Context: an optimization exercise on an open-source flow, tuned for small area, a short achievable clock period and few clock cycles. The choices shown serve that exercise and are no tape-out recipe.
At most, simulation tests tie the RTL to the original design; equivalence was not proved.

==> inputs of job 2095 <==
==> flow/design.v (excerpt) <==
module smdv_top (
  input  logic        clk_i,
  input  logic        rst_ni,
  input  logic        start_i,
  input  logic [17:0] in_i,
  output logic        busy_o,
  output logic        out_valid_o,
  output logic [55:0] out_o
);
Settings: LEC_CHECK=0, CAP_MARGIN=20, CORE_MARGIN=2, CORE_UTILIZATION=40, CTS_CLUSTER_DIAMETER=100, CTS_CLUSTER_SIZE=24, SLEW_MARGIN=20, SYNTH_HIERARCHICAL=1; clock period 10.0 ns.
standard.sh (not shown) runs the stock make flow with config.mk's settings and CLKGATE_MAP_FILE= SYNTH_SCRIPT=/design/flow/synth_recipe.tcl, a recipe that flattens the netlist after the stock synthesis.
==> flow/flow/run.sh <==
#!/bin/bash
cp standard.sh standard_sh.log 2>/dev/null
export SETUP_SLACK_MARGIN=6.35
bash standard.sh > standard.log 2>&1
==> job 9969 (differences from job 2095) <==
==> flow/run.sh (new file) <==
#!/bin/bash
# synth_recipe.tcl (not shown) runs the flow's synth.tcl, then flattens the netlist and writes it again
# the make line also repeats each setting of config.mk as NAME=value (left out here)
make -C /OpenROAD-flow-scripts/flow DESIGN_CONFIG=/design/flow/config.mk WORK_HOME=/design/flow/orfs CLKGATE_MAP_FILE= SYNTH_SCRIPT=/design/flow/synth_recipe.tcl finish
- SETUP_SLACK_MARGIN: not set -> 5
removed: flow/flow/run.sh
removed: flow/standard.sh
==> job 3289 (differences from job 2095) <==
==> flow/flow/run.sh (replaced) <==
#!/bin/bash
cp standard.sh standard_sh.log 2>/dev/null
export SETUP_SLACK_MARGIN=6.0
bash standard.sh > standard.log 2>&1
==> summary.txt <==
- Sequential share of layout area, lowest first: job 2095, job 3289, job 9969.
- Synthesized cell count is the same in job 9969 and job 2095.
- Hold slack: job 9969 is higher than job 2095 (0.024 ns).
- Flip-flop and latch count is the same in job 9969 and job 3289.
- Routed wire length: job 2095 > job 3289 > job 9969.
Testbench counts of job 2095, summed over its fixed seeds: cycles 16,104.
Testbench counts of job 9969, summed over its fixed seeds: cycles 16,104.
Testbench counts of job 3289, summed over its fixed seeds: cycles 16,104.


==> run A <==
Another version of the RTL of smdv_top (not shown whole).
==> flow/config.mk <==
export PLATFORM = sky130hd
export DESIGN_NAME = smdv_top
export DESIGN_NICKNAME = smdv_top
export VERILOG_FILES = /design/flow/design.v
export SDC_FILE = /design/flow/constraint.sdc
export NUM_CORES = 4
export LEC_CHECK = 0
export CAP_MARGIN = 20
export CORE_MARGIN = 2
export CORE_UTILIZATION = 40
export CTS_CLUSTER_DIAMETER = 100
export CTS_CLUSTER_SIZE = 24
export SLEW_MARGIN = 20
export SYNTH_HIERARCHICAL = 1
==> flow/constraint.sdc <==
create_clock -name core_clock -period 10.0 [get_ports {clk_i}]
set_input_delay 2.0000 -clock core_clock [delete_from_list [all_inputs] [get_ports {clk_i}]]
set_output_delay 2.0000 -clock core_clock [all_outputs]
set_load 0.01 [all_outputs]
==> flow/flow/run.sh <==
#!/bin/bash
cp standard.sh standard_sh.log 2>/dev/null
export SETUP_SLACK_MARGIN=6.0
bash standard.sh > standard.log 2>&1
==> run R (differences from run A) <==
--- a/flow/design.v
+++ b/flow/design.v
@@ -21,15 +21,16 @@
     df = {1'b0, t} - {1'b0, dv};
     dstep = df[11] ? {1'b0, t[9:0]} : {1'b1, df[9:0]};
   endfunction
   logic        busy_q;
   logic        c_vld_q;
   logic [1:0]  c_mode_q;
   logic [15:0] c_val_q;
-  logic [5:0]  hd_q, pos_q, dl_q, sw_q, rt_q, od_q;
+  logic [5:0]  hd_q, pos_q, dl_q, sw_q, od_q;
+  logic        zq_q;
   logic [6:0]  rb_q;
   logic [10:0] n_q, n1_q;
   logic        drop_q;
   logic        a_vld_q, b_vld_q;
   logic [15:0] a_v_q;
   logic        acc, full, al, c_push, c_rpt, c_clr, c_spr, pc, wrap;
   logic        push_add, push_drop, rpt_go, c_done, c_stall;
@@ -61,16 +62,16 @@
       busy_q   <= 1'b0;
       c_vld_q  <= 1'b0;
       c_mode_q <= 2'd0;
       hd_q     <= 6'd36;
       pos_q    <= 6'd0;
       dl_q     <= 6'd3;
       sw_q     <= 6'd39;
+      zq_q     <= 1'b1;
       rb_q     <= 7'd0;
-      rt_q     <= 6'd0;
       n_q      <= 11'd0;
       n1_q     <= 11'd1;
       drop_q   <= 1'b0;
       a_vld_q  <= 1'b0;
       b_vld_q  <= 1'b0;
     end else begin
       busy_q   <= busy_d;
@@ -78,16 +79,16 @@
       c_mode_q <= c_mode_d;
       hd_q     <= c_clr ? 6'd37 : (hd_q == 6'd38) ? 6'd0 : hd_q + 6'd1;
       if (c_clr)   pos_q <= 6'd0;
       else if (pc) pos_q <= (pos_q == 6'd38) ? 6'd0 : pos_q + 6'd1;
       if (c_clr)    dl_q <= 6'd2;
       else if (!pc) dl_q <= (dl_q == 6'd0) ? 6'd38 : dl_q - 6'd1;
       sw_q     <= c_clr ? 6'd39 : (sw_q != 6'd0) ? sw_q - 6'd1 : 6'd0;
+      zq_q     <= c_clr | (sw_q > 6'd1);
       rb_q     <= rpt_go ? 7'(L + 38) : (rb_q != 7'd0) ? rb_q - 7'd1 : 7'd0;
-      rt_q     <= rpt_go ? 6'd39 : (rt_q != 6'd0) ? rt_q - 6'd1 : 6'd0;
       if (c_clr)     n_q <= 11'd0;
       else if (wrap) n_q <= n1_q;
       n1_q     <= n_q + 11'd1;
       drop_q   <= ~c_clr & (push_drop | drop_q);
       a_vld_q  <= push_add;
       b_vld_q  <= a_vld_q & ~c_clr;
     end
@@ -116,38 +117,31 @@
   logic [31:0] sqt;
   assign sqt = {pa_q[0], 20'd0} + {{4{pa_q[1][11]}}, pa_q[1], 16'd0}
              + {{7{pa_q[2][11]}}, pa_q[2], 13'd0} + {{11{pa_q[3][11]}}, pa_q[3], 9'd0}
              + {16'd0, pa_q[4], 4'd0} + {20'd0, pa_q[5]};
   assign a_sq = sqt[30:0];
   logic signed [25:0] s1r [D];
   logic [40:0]        s2r [D];
-  logic               zero;
-  assign zero = (sw_q != 6'd0);
   logic [25:0] s1_in;
   logic [40:0] s2_in;
-  assign s1_in = (zero ? 26'd0 : s1r[0]) + (b_vld_q ? {{10{a_v_q[15]}}, a_v_q} : 26'd0);
-  assign s2_in = (zero ? 41'd0 : s2r[0]) + (b_vld_q ? {10'd0, a_sq_q} : 41'd0);
+  assign s1_in = (zq_q ? 26'd0 : s1r[0]) + (b_vld_q ? {{10{a_v_q[15]}}, a_v_q} : 26'd0);
+  assign s2_in = (zq_q ? 41'd0 : s2r[0]) + (b_vld_q ? {10'd0, a_sq_q} : 41'd0);
   always_ff @(posedge clk_i) begin
     for (int i = 0; i < D - 1; i++) begin
       s1r[i] <= s1r[i+1];
       s2r[i] <= s2r[i+1];
     end
     s1r[D-1] <= s1_in;
     s2r[D-1] <= s2_in;
   end
   localparam int PZ = 9;           
   localparam int PY = 11;          
   localparam int PV = 12;          
   localparam int NV = 16;          
   localparam int PF = PV + NV;     
-  logic [L:1] pv_q;
-  always_ff @(posedge clk_i or negedge rst_ni) begin
-    if (!rst_ni) pv_q <= '0;
-    else         pv_q <= {pv_q[L-1:1], (rt_q != 6'd0)};
-  end
   localparam int NC = 8;
   logic [10:0] nc_q [0:NC-1];
   always_ff @(posedge clk_i) begin
     nc_q[0] <= n_q;
     for (int i = 1; i < NC; i++) nc_q[i] <= nc_q[i-1];
   end
   function automatic int ncopy(input int p);
@@ -191,28 +185,28 @@
   logic signed [16:0] mz;
   logic signed [20:0] z0_q, z1_q, z2_q;
   logic signed [26:0] z_q;
   logic signed [16:0] m_q [PZ2:PF-2];
   logic [9:0]         r_q [PZ2:PF-2];
   logic [20:0]        z0, z1, z2;
   assign mz = {~mq_q[PZ][16], mq_q[PZ][15:0]};
-  assign z0 = 21'(signed'({mz[16], mz}) * signed'({1'b0, mr_q[PZ][3:0]}));
-  assign z1 = 21'(signed'({mz[16], mz}) * signed'({1'b0, mr_q[PZ][6:4]}));
-  assign z2 = 21'(signed'({mz[16], mz}) * signed'({1'b0, mr_q[PZ][9:7]}));
+  smdv_mulz #(.WB(4)) u_z0 (.a_i(mz), .b_i(mr_q[PZ][3:0]), .p_o(z0));
+  smdv_mulz #(.WB(3)) u_z1 (.a_i(mz), .b_i(mr_q[PZ][6:4]), .p_o(z1));
+  smdv_mulz #(.WB(3)) u_z2 (.a_i(mz), .b_i(mr_q[PZ][9:7]), .p_o(z2));
   always_ff @(posedge clk_i) begin
     z0_q       <= z0;
     z1_q       <= z1;
     z2_q       <= z2;
     m_q[PZ2]   <= mz;
     r_q[PZ2]   <= mr_q[PZ];
     unf_q[PZ2] <= unf_q[PZ];
     ovf_q[PZ2] <= ovf_q[PZ];
   end
   logic [26:0] zs;
-  assign zs = {{6{z0_q[20]}}, z0_q} + {{2{z1_q[20]}}, z1_q, 4'd0} + {z2_q[19:0], 7'd0};
+  smdv_zsum u_zsum (.z0_i(z0_q), .z1_i(z1_q), .z2_i(z2_q), .z_o(zs));
   always_ff @(posedge clk_i) begin
     z_q       <= zs;
     m_q[PY]   <= m_q[PZ2];
     r_q[PY]   <= r_q[PZ2];
     unf_q[PY] <= unf_q[PZ2];
     ovf_q[PY] <= ovf_q[PZ2];
   end
@@ -321,17 +315,15 @@
     nx1_q        <= nx1;
     nx2_q        <= nx2;
     rsq_q[PF+1]  <= rsq_q[PF];
     zf_q[PF+1]   <= unf_q[PF] | ovf_q[PF] | yn_q[PF] | (n_q == 11'd0);
     mean_q[PF+1] <= mean_q[PF];
   end
   logic bb;
-  logic [21:0] nxs;
-  assign nxs = {7'd0, nx0_q} + {4'd0, nx1_q, 4'd0} + {1'b0, nx2_q, 7'd0};
-  assign bb  = nxs < {2'b0, rsq_q[PF+1]};
+  smdv_lt u_lt (.x0_i(nx0_q), .x1_i(nx1_q), .x2_i(nx2_q), .r_i(rsq_q[PF+1]), .lt_o(bb));
   always_ff @(posedge clk_i) begin
     bb_q         <= bb;
     dd_q[PF+2]   <= dd_q[PF+1];
     zf_q[PF+2]   <= zf_q[PF+1];
     mean_q[PF+2] <= mean_q[PF+1];
   end
   logic [30:0] vres;
@@ -344,17 +336,17 @@
   logic [55:0] out_q;
   assign empty = (n_q == 11'd0);
   always_ff @(posedge clk_i or negedge rst_ni) begin
     if (!rst_ni) begin
       ov_q <= 1'b0;
       od_q <= 6'd0;
     end else begin
-      ov_q <= pv_q[L-1];
-      if (rpt_go)          od_q <= 6'd0;
-      else if (pv_q[L-1])  od_q <= od_q + 6'd1;
+      ov_q <= (rb_q != 7'd0) & (rb_q <= 7'd39);
+      if (rpt_go)                            od_q <= 6'd0;
+      else if (rb_q != 7'd0 && rb_q <= 7'd39) od_q <= od_q + 6'd1;
     end
   end
   always_ff @(posedge clk_i) begin
     out_q <= {od_q, mean_q[PF+2], vres, empty, drop_q, (od_q == 6'd38)};
   end
   assign busy_o      = busy_q;
   assign out_valid_o = ov_q;
@@ -377,7 +369,35 @@
   endfunction
   logic [10:0] a, b;
   assign a = dstep(rem_i, bit_i[1], dv_i);
   assign b = dstep(a[9:0], bit_i[0], dv_i);
   assign rem_o = b[9:0];
   assign q_o   = {a[10], b[10]};
 endmodule
+module smdv_mulz #(
+  parameter int WB = 4
+) (
+  input  logic [16:0]   a_i,
+  input  logic [WB-1:0] b_i,
+  output logic [20:0]   p_o
+);
+  assign p_o = 21'(signed'({a_i[16], a_i}) * signed'({1'b0, b_i}));
+endmodule
+module smdv_zsum (
+  input  logic [20:0] z0_i,
+  input  logic [20:0] z1_i,
+  input  logic [20:0] z2_i,
+  output logic [26:0] z_o
+);
+  assign z_o = {{6{z0_i[20]}}, z0_i} + {{2{z1_i[20]}}, z1_i, 4'd0} + {z2_i[19:0], 7'd0};
+endmodule
+module smdv_lt (
+  input  logic [14:0] x0_i,
+  input  logic [13:0] x1_i,
+  input  logic [13:0] x2_i,
+  input  logic [19:0] r_i,
+  output logic        lt_o
+);
+  logic [21:0] x;
+  assign x    = {7'd0, x0_i} + {4'd0, x1_i, 4'd0} + {1'b0, x2_i, 7'd0};
+  assign lt_o = x < {2'b0, r_i};
+endmodule
==> flow/flow/run.sh (replaced) <==
#!/bin/bash
cp standard.sh standard_sh.log 2>/dev/null
export SETUP_SLACK_MARGIN=6.1
bash standard.sh > standard.log 2>&1
==> run E (differences from run A) <==
--- a/flow/design.v
+++ b/flow/design.v
@@ -21,15 +21,16 @@
     df = {1'b0, t} - {1'b0, dv};
     dstep = df[11] ? {1'b0, t[9:0]} : {1'b1, df[9:0]};
   endfunction
   logic        busy_q;
   logic        c_vld_q;
   logic [1:0]  c_mode_q;
   logic [15:0] c_val_q;
-  logic [5:0]  hd_q, pos_q, dl_q, sw_q, rt_q, od_q;
+  logic [5:0]  hd_q, pos_q, dl_q, sw_q, od_q;
+  logic        zq_q;
   logic [6:0]  rb_q;
   logic [10:0] n_q, n1_q;
   logic        drop_q;
   logic        a_vld_q, b_vld_q;
   logic [15:0] a_v_q;
   logic        acc, full, al, c_push, c_rpt, c_clr, c_spr, pc, wrap;
   logic        push_add, push_drop, rpt_go, c_done, c_stall;
@@ -61,16 +62,16 @@
       busy_q   <= 1'b0;
       c_vld_q  <= 1'b0;
       c_mode_q <= 2'd0;
       hd_q     <= 6'd36;
       pos_q    <= 6'd0;
       dl_q     <= 6'd3;
       sw_q     <= 6'd39;
+      zq_q     <= 1'b1;
       rb_q     <= 7'd0;
-      rt_q     <= 6'd0;
       n_q      <= 11'd0;
       n1_q     <= 11'd1;
       drop_q   <= 1'b0;
       a_vld_q  <= 1'b0;
       b_vld_q  <= 1'b0;
     end else begin
       busy_q   <= busy_d;
@@ -78,16 +79,16 @@
       c_mode_q <= c_mode_d;
       hd_q     <= c_clr ? 6'd37 : (hd_q == 6'd38) ? 6'd0 : hd_q + 6'd1;
       if (c_clr)   pos_q <= 6'd0;
       else if (pc) pos_q <= (pos_q == 6'd38) ? 6'd0 : pos_q + 6'd1;
       if (c_clr)    dl_q <= 6'd2;
       else if (!pc) dl_q <= (dl_q == 6'd0) ? 6'd38 : dl_q - 6'd1;
       sw_q     <= c_clr ? 6'd39 : (sw_q != 6'd0) ? sw_q - 6'd1 : 6'd0;
+      zq_q     <= c_clr | (sw_q > 6'd1);
       rb_q     <= rpt_go ? 7'(L + 38) : (rb_q != 7'd0) ? rb_q - 7'd1 : 7'd0;
-      rt_q     <= rpt_go ? 6'd39 : (rt_q != 6'd0) ? rt_q - 6'd1 : 6'd0;
       if (c_clr)     n_q <= 11'd0;
       else if (wrap) n_q <= n1_q;
       n1_q     <= n_q + 11'd1;
       drop_q   <= ~c_clr & (push_drop | drop_q);
       a_vld_q  <= push_add;
       b_vld_q  <= a_vld_q & ~c_clr;
     end
@@ -115,39 +116,33 @@
   end
   logic [31:0] sqt;
   assign sqt = {pa_q[0], 20'd0} + {{4{pa_q[1][11]}}, pa_q[1], 16'd0}
              + {{7{pa_q[2][11]}}, pa_q[2], 13'd0} + {{11{pa_q[3][11]}}, pa_q[3], 9'd0}
              + {16'd0, pa_q[4], 4'd0} + {20'd0, pa_q[5]};
   assign a_sq = sqt[30:0];
   logic signed [25:0] s1r [D];
-  logic [40:0]        s2r [D];
-  logic               zero;
-  assign zero = (sw_q != 6'd0);
+  logic [39:0]        s2r [D];    
   logic [25:0] s1_in;
-  logic [40:0] s2_in;
-  assign s1_in = (zero ? 26'd0 : s1r[0]) + (b_vld_q ? {{10{a_v_q[15]}}, a_v_q} : 26'd0);
-  assign s2_in = (zero ? 41'd0 : s2r[0]) + (b_vld_q ? {10'd0, a_sq_q} : 41'd0);
+  logic [39:0] s2_in;
+  assign s1_in = (zq_q ? 26'd0 : s1r[0]) + (b_vld_q ? {{10{a_v_q[15]}}, a_v_q} : 26'd0);
+  assign s2_in = (zq_q ? 40'd0 : s2r[0]) + (b_vld_q ? {10'd0, a_sq_q[30:1]} : 40'd0)
+               + {39'd0, b_vld_q & ~zq_q & s1r[0][0] & a_v_q[0]};
   always_ff @(posedge clk_i) begin
     for (int i = 0; i < D - 1; i++) begin
       s1r[i] <= s1r[i+1];
       s2r[i] <= s2r[i+1];
     end
     s1r[D-1] <= s1_in;
     s2r[D-1] <= s2_in;
   end
   localparam int PZ = 9;           
   localparam int PY = 11;          
   localparam int PV = 12;          
   localparam int NV = 16;          
   localparam int PF = PV + NV;     
-  logic [L:1] pv_q;
-  always_ff @(posedge clk_i or negedge rst_ni) begin
-    if (!rst_ni) pv_q <= '0;
-    else         pv_q <= {pv_q[L-1:1], (rt_q != 6'd0)};
-  end
   localparam int NC = 8;
   logic [10:0] nc_q [0:NC-1];
   always_ff @(posedge clk_i) begin
     nc_q[0] <= n_q;
     for (int i = 1; i < NC; i++) nc_q[i] <= nc_q[i-1];
   end
   function automatic int ncopy(input int p);
@@ -191,40 +186,40 @@
   logic signed [16:0] mz;
   logic signed [20:0] z0_q, z1_q, z2_q;
   logic signed [26:0] z_q;
   logic signed [16:0] m_q [PZ2:PF-2];
   logic [9:0]         r_q [PZ2:PF-2];
   logic [20:0]        z0, z1, z2;
   assign mz = {~mq_q[PZ][16], mq_q[PZ][15:0]};
-  assign z0 = 21'(signed'({mz[16], mz}) * signed'({1'b0, mr_q[PZ][3:0]}));
-  assign z1 = 21'(signed'({mz[16], mz}) * signed'({1'b0, mr_q[PZ][6:4]}));
-  assign z2 = 21'(signed'({mz[16], mz}) * signed'({1'b0, mr_q[PZ][9:7]}));
+  smdv_mulz #(.WB(4)) u_z0 (.a_i(mz), .b_i(mr_q[PZ][3:0]), .p_o(z0));
+  smdv_mulz #(.WB(3)) u_z1 (.a_i(mz), .b_i(mr_q[PZ][6:4]), .p_o(z1));
+  smdv_mulz #(.WB(3)) u_z2 (.a_i(mz), .b_i(mr_q[PZ][9:7]), .p_o(z2));
   always_ff @(posedge clk_i) begin
     z0_q       <= z0;
     z1_q       <= z1;
     z2_q       <= z2;
     m_q[PZ2]   <= mz;
     r_q[PZ2]   <= mr_q[PZ];
     unf_q[PZ2] <= unf_q[PZ];
     ovf_q[PZ2] <= ovf_q[PZ];
   end
   logic [26:0] zs;
-  assign zs = {{6{z0_q[20]}}, z0_q} + {{2{z1_q[20]}}, z1_q, 4'd0} + {z2_q[19:0], 7'd0};
+  smdv_zsum u_zsum (.z0_i(z0_q), .z1_i(z1_q), .z2_i(z2_q), .z_o(zs));
   always_ff @(posedge clk_i) begin
     z_q       <= zs;
     m_q[PY]   <= m_q[PZ2];
     r_q[PY]   <= r_q[PZ2];
     unf_q[PY] <= unf_q[PZ2];
     ovf_q[PY] <= ovf_q[PZ2];
   end
   logic signed [41:0] yy;
   logic [31:0] yq_q [PV:PF];
   logic [9:0]  vr_q [PV:PF];
   logic        yn_q [PV:PF];
-  assign yy = {1'b0, s2r[D-PY]} - {{14{z_q[26]}}, z_q, 1'b0};
+  assign yy = {1'b0, s2r[D-PY], s1r[D-PY][0]} - {{14{z_q[26]}}, z_q, 1'b0};
   always_ff @(posedge clk_i) begin
     yq_q[PV]  <= yy[31:0];
     vr_q[PV]  <= yy[41:32];
     yn_q[PV]  <= yy[41];
     m_q[PV]   <= m_q[PY];
     r_q[PV]   <= r_q[PY];
     unf_q[PV] <= unf_q[PY];
@@ -321,17 +316,15 @@
     nx1_q        <= nx1;
     nx2_q        <= nx2;
     rsq_q[PF+1]  <= rsq_q[PF];
     zf_q[PF+1]   <= unf_q[PF] | ovf_q[PF] | yn_q[PF] | (n_q == 11'd0);
     mean_q[PF+1] <= mean_q[PF];
   end
   logic bb;
-  logic [21:0] nxs;
-  assign nxs = {7'd0, nx0_q} + {4'd0, nx1_q, 4'd0} + {1'b0, nx2_q, 7'd0};
-  assign bb  = nxs < {2'b0, rsq_q[PF+1]};
+  smdv_lt u_lt (.x0_i(nx0_q), .x1_i(nx1_q), .x2_i(nx2_q), .r_i(rsq_q[PF+1]), .lt_o(bb));
   always_ff @(posedge clk_i) begin
     bb_q         <= bb;
     dd_q[PF+2]   <= dd_q[PF+1];
     zf_q[PF+2]   <= zf_q[PF+1];
     mean_q[PF+2] <= mean_q[PF+1];
   end
   logic [30:0] vres;
@@ -344,17 +337,17 @@
   logic [55:0] out_q;
   assign empty = (n_q == 11'd0);
   always_ff @(posedge clk_i or negedge rst_ni) begin
     if (!rst_ni) begin
       ov_q <= 1'b0;
       od_q <= 6'd0;
     end else begin
-      ov_q <= pv_q[L-1];
-      if (rpt_go)          od_q <= 6'd0;
-      else if (pv_q[L-1])  od_q <= od_q + 6'd1;
+      ov_q <= (rb_q != 7'd0) & (rb_q <= 7'd39);
+      if (rpt_go)                            od_q <= 6'd0;
+      else if (rb_q != 7'd0 && rb_q <= 7'd39) od_q <= od_q + 6'd1;
     end
   end
   always_ff @(posedge clk_i) begin
     out_q <= {od_q, mean_q[PF+2], vres, empty, drop_q, (od_q == 6'd38)};
   end
   assign busy_o      = busy_q;
   assign out_valid_o = ov_q;
@@ -377,7 +370,35 @@
   endfunction
   logic [10:0] a, b;
   assign a = dstep(rem_i, bit_i[1], dv_i);
   assign b = dstep(a[9:0], bit_i[0], dv_i);
   assign rem_o = b[9:0];
   assign q_o   = {a[10], b[10]};
 endmodule
+module smdv_mulz #(
+  parameter int WB = 4
+) (
+  input  logic [16:0]   a_i,
+  input  logic [WB-1:0] b_i,
+  output logic [20:0]   p_o
+);
+  assign p_o = 21'(signed'({a_i[16], a_i}) * signed'({1'b0, b_i}));
+endmodule
+module smdv_zsum (
+  input  logic [20:0] z0_i,
+  input  logic [20:0] z1_i,
+  input  logic [20:0] z2_i,
+  output logic [26:0] z_o
+);
+  assign z_o = {{6{z0_i[20]}}, z0_i} + {{2{z1_i[20]}}, z1_i, 4'd0} + {z2_i[19:0], 7'd0};
+endmodule
+module smdv_lt (
+  input  logic [14:0] x0_i,
+  input  logic [13:0] x1_i,
+  input  logic [13:0] x2_i,
+  input  logic [19:0] r_i,
+  output logic        lt_o
+);
+  logic [21:0] x;
+  assign x    = {7'd0, x0_i} + {4'd0, x1_i, 4'd0} + {1'b0, x2_i, 7'd0};
+  assign lt_o = x < {2'b0, r_i};
+endmodule
==> flow/flow/run.sh (replaced) <==
#!/bin/bash
cp standard.sh standard_sh.log 2>/dev/null
export SETUP_SLACK_MARGIN=6.1
bash standard.sh > standard.log 2>&1
==> comparison table <==
Reg clk slew, reported paths: run A 0.09 ns; run R 0.09 ns; run E 0.10 ns
Storage cell area: run A 97700 um2; run R 96900 um2; run E 96100 um2
Final routed wire length divided by cell count: run A 14.8 um; run R 14.6 um; run E 14.5 um
Hold Path End: run A yq_q[25][29]; run R mq_q[9][14]; run E s2r[37][25]
Length of the first detailed-routing pass in iterations: run A 5; run R 7; run E 6
Peak Freq: run A 0.245 GHz; run R 0.256 GHz; run E 0.261 GHz
Count of nets after finishing: run A 15545; run R 15762; run E 15699
Clk_buf instances: run A 256; run R 249; run E 249
Filler cell count in the final layout: run A 37320; run R 37556; run E 37445
Met2 global-route usage: run A 22.3%; run R 22.5%; run E 22.5%
Beginning of the worst hold path: run A yq_q[24][27]; run R mq_q[8][14]; run E s2r[38][25]
Outcome: run A finished clean; run R finished clean; run E finished clean
Final routed wirelength across all metal layers: run A 286 mm; run R 287 mm; run E 283 mm
Max FFs per register: run A 1599; run R 1599; run E 1560
Total non-filler cell area in the finished layout: run A 182000 um2; run R 183000 um2; run E 181000 um2
Well-Tap Cells: run A 5428; run R 5451; run E 5428
Placeable core region: run A 406000 um2; run R 409000 um2; run E 406000 um2
Filler-free cell count of the finished design: run A 19379; run R 19608; run E 19524
Initial core utilization: run A 40.2%; run R 40.1%; run E 40.1%
Area after detailed placement: run A 170000 um2; run R 171000 um2; run E 170000 um2
Testbench counts of run R, summed over its fixed seeds: cycles 16,104.
Testbench counts of run E, summed over its fixed seeds: cycles 16,104.
No functional check of the RTL was part of run A.

## port drivers added, routing unchanged
Ports are ideal in the flow. The routed layouts listed here were re-timed in OpenROAD. Step 1 assumes that a clkbuf_16 drives the clock port and a buf_2 every other input. Step 2 moves the port delays by t, midway between the first and last clock arrival at a register: inputs arrive t later, outputs are due t later. That takes back most of the time a late clock gives input paths. a / b / c = ideal / step 1 / step 2; a / b = the first two.
run	t (ns)	setup slack, ns	cell pins on the clock port's net
job 2095	1.034	6.302 / 6.302 / 6.302	1
job 9969	1.020	5.241 / 5.241 / 5.241	1
job 3289	1.026	6.091 / 6.016 / 5.772	1
run A	1.009	5.924 / 5.924 / 5.752	1
run R	1.028	6.097 / 6.097 / 6.097	1
run E	1.008	6.162 / 6.129 / 5.921	1
After both steps every run listed still meets setup and hold. The setup slack of job 3289, which loses most, moves by -0.075 ns with the drivers and by -0.319 ns with both steps.
